Source: an optimization exercise on an open RTL-to-GDS flow (aim: small area, a short achievable clock period and few clock cycles per item). Production flows keep margins and buffers that such runs may drop.
In this exercise RTL edits were held to simulation tests only and were not proved equivalent to the original.
Power is estimated from default activity; no workload was simulated.

## dsp_slice_top
module dsp_slice_top (
    input  logic                 w_CLK,
    input  logic                 RSTALLCARRYIN,
    input  logic                 wb_cyc,
    input  logic                 wb_stb,
    input  logic [103:0]         wb_op,
    output logic                 wb_ack,
    output logic                 res_valid,
    output logic [52:0]          res,
    input  logic                 res_ready
);
    logic [29:0] a;
    logic [17:0] b;
    logic [47:0] c;
    logic [1:0]  x_sel, y_sel, z_sel;
    logic        sub, cin;
    assign a     = wb_op[103:74];
    assign b     = wb_op[73:56];
    assign c     = wb_op[55:8];
    assign x_sel = wb_op[7:6];
    assign y_sel = wb_op[5:4];
    assign z_sel = wb_op[3:2];
    assign sub   = wb_op[1];
    assign cin   = wb_op[0];
    logic [26:0] am;
    assign am = a[26:0];
    logic x_mult, x_ab, x_p, y_c, y_ones, z_p, z_c, z_sh;
    assign x_mult = (x_sel == 2'd1);
    assign x_p    = (x_sel == 2'd2);
    assign x_ab   = (x_sel == 2'd3);
    assign y_c    = (y_sel == 2'd1);
    assign y_ones = (y_sel == 2'd2);
    assign z_p    = (z_sel == 2'd1);
    assign z_c    = (z_sel == 2'd2);
    assign z_sh   = (z_sel == 2'd3);
    logic neg_m, x_neg, k0, k48;
    assign neg_m = x_mult & (|am) & (|b) & (am[26] ^ b[17]);
  ...
==> flow/config.mk <==
export PLATFORM = sky130hd
export DESIGN_NAME = dsp_slice_top
export DESIGN_NICKNAME = dsp_slice_top
export VERILOG_FILES = /design/flow/design.v
export SDC_FILE = /design/flow/constraint.sdc
export NUM_CORES = 4
export LEC_CHECK = 0
export CAP_MARGIN = 20
export CORE_MARGIN = 2
export CORE_UTILIZATION = 50
export SETUP_SLACK_MARGIN = 2.5
export SLEW_MARGIN = 20
export SYNTH_HIERARCHICAL = 1
export SYNTH_MINIMUM_KEEP_SIZE = 0
==> flow/constraint.sdc <==
create_clock -name core_clock -period 7.5 [get_ports {w_CLK}]
set_input_delay 1.5000 -clock core_clock [delete_from_list [all_inputs] [get_ports {w_CLK}]]
set_output_delay 1.5000 -clock core_clock [all_outputs]
set_load 0.01 [all_outputs]
standard.sh (not shown) runs the stock make flow with config.mk's settings and CLKGATE_MAP_FILE= SYNTH_SCRIPT=/design/flow/synth_recipe.tcl, a recipe that flattens the netlist after the stock synthesis.
==> flow/flow/run.sh <==
#!/bin/bash
# The standard layout (standard.sh: the ORFS flow and synthesis), with
# the port buffers made of plain buffers instead of ORFS's default pick.
set -euo pipefail
export BUFFER_PORTS_ARGS="-buffer_cell sky130_fd_sc_hd__buf_4"
bash standard.sh > standard.log 2>&1
The first run finished with timing, DRC and antenna clean.
Testbench counts at the start, summed over its fixed seeds: cycles 18,888, items 16,000.
Then changed:
--- a/flow/flow/run.sh
+++ b/flow/flow/run.sh
@@ -4,3 +4,3 @@
 set -euo pipefail
-export BUFFER_PORTS_ARGS="-buffer_cell sky130_fd_sc_hd__buf_4"
+export BUFFER_PORTS_ARGS="-buffer_cell sky130_fd_sc_hd__buf_2"
 bash standard.sh > standard.log 2>&1
SETUP_SLACK_MARGIN = 2.7   (was 2.5)
Hold slack is worse by 14 ps.
Total power increases by a few percent.
Cell count increases slightly.
Via count increases slightly.
Then changed:
CTS_BUF_LIST = sky130_fd_sc_hd__clkbuf_8   (was not set)
CTS_CLUSTER_SIZE = 40   (was not set)
SETUP_SLACK_MARGIN = 2.5   (was 2.7)
Result: Count of clock-buffer cells in the layout is higher by 15. Worst hold slack barely changes. Area after synthesis is unchanged. Flip-flop and latch count is unchanged. Power is lower by 8.5%. Final area is lower by 3.6%. Synthesized cell count is unchanged. Die area is unchanged. Wire length is lower by 2.1%. Sequential share of layout area is higher by 0.86 points.
Then changed:
CTS_BUF_LIST = not set   (was sky130_fd_sc_hd__clkbuf_8)
CTS_CLUSTER_SIZE = not set   (was 40)
After rerunning: Routed wire length hardly moves; core utilization goes up by 0.41 points; count of clock-buffer cells in the layout shrinks by 16; final cell count went down slightly; setup slack improves by 50 ps; synthesized area stays the same; total power rises by a few percent; global-route usage shrinks by 0.48 points; register-to-register slack gets better by 40 ps; die area stays the same; clock power increases by a quarter to a third.

---

Starting RTL as in the previous note.
Settings: LEC_CHECK=0, CAP_MARGIN=20, CORE_MARGIN=2, CORE_UTILIZATION=50, SETUP_SLACK_MARGIN=2.5, SLEW_MARGIN=20, SYNTH_HIERARCHICAL=1, SYNTH_MINIMUM_KEEP_SIZE=0; clock period 7.5 ns.
==> flow/flow/run.sh <==
#!/bin/bash
# The standard layout (standard.sh: the ORFS flow and synthesis), with
# the port buffers made of plain buffers instead of ORFS's default pick.
set -euo pipefail
export BUFFER_PORTS_ARGS="-buffer_cell sky130_fd_sc_hd__buf_1"
bash standard.sh > standard.log 2>&1
Testbench counts at the start, summed over its fixed seeds: cycles 18,888, items 16,000.
==> next run, changes <==
--- a/flow/flow/run.sh
+++ b/flow/flow/run.sh
@@ -4,3 +4,3 @@
 set -euo pipefail
-export BUFFER_PORTS_ARGS="-buffer_cell sky130_fd_sc_hd__buf_1"
+export BUFFER_PORTS_ARGS="-buffer_cell sky130_fd_sc_hd__buf_2"
 bash standard.sh > standard.log 2>&1
--- a/flow/config.mk
+++ b/flow/config.mk
@@ -10,2 +10,3 @@
 export CORE_UTILIZATION = 50
+export PLACE_DENSITY = 0.75
 export SETUP_SLACK_MARGIN = 2.5
Effect: The changed run ran to the end with no violations; combinational power went up by about 1%; total power went up by 2.4%; worst setup slack improves by 0.029 ns; synthesized cell count does not change; design area hardly moves; global-route usage went down by 0.73 points; clock-buffer cell count went up by 4.

[re-timing with driven ports]
How much do the figures lean on ideal ports? The routed layouts below were timed once more, with nothing changed but the port constraints.
Step 1 (the two cells are an assumption about what drives the block):
set clk [get_ports {w_CLK}]
set_driving_cell -lib_cell sky130_fd_sc_hd__clkbuf_16 $clk
set_driving_cell -lib_cell sky130_fd_sc_hd__buf_2 [delete_from_list [all_inputs] $clk]
Step 2 times the ports against the registers' clock, not the clock port: input delays grow and output delays shrink by t, the midpoint of the rising clock arrivals with the driver on.
Slacks: no drivers / after step 1 / after step 2; pairs: no drivers / after step 1.
| run | shift t [ns] | setup slack, ns | worst hold slack (ns) | worst setup path at the end | worst slew at a driven data input, ns |
|---|---|---|---|---|---|
| the first run of note 1 | 0.582 | 2.591 / 2.619 / 2.037 | 0.567 / 0.567 / 0.567 | input to register | 0.05 |
| the second run of note 1 | 0.597 | 2.729 / 2.749 / 2.152 | 0.553 / 0.553 / 0.553 | input to register | 0.05 |
| the third run of note 1 | 0.593 | 2.584 / 2.612 / 2.020 | 0.553 / 0.553 / 0.553 | input to register | 0.06 |
| the fourth run of note 1 | 0.586 | 2.634 / 2.663 / 2.077 | 0.553 / 0.553 / 0.553 | input to register | 0.05 |
| the first run of note 2 | 0.572 | 2.570 / 2.601 / 2.029 | 0.551 / 0.551 / 0.551 | input to register | 0.04 |
| the second run of note 2 | 0.585 | 2.599 / 2.618 / 2.033 | 0.548 / 0.548 / 0.548 | input to register | 0.05 |
After both steps setup and hold are still met in every run listed. For the second run of note 1, which loses most, drivers alone change the setup slack by +0.020 ns; drivers and shift together by -0.577 ns.
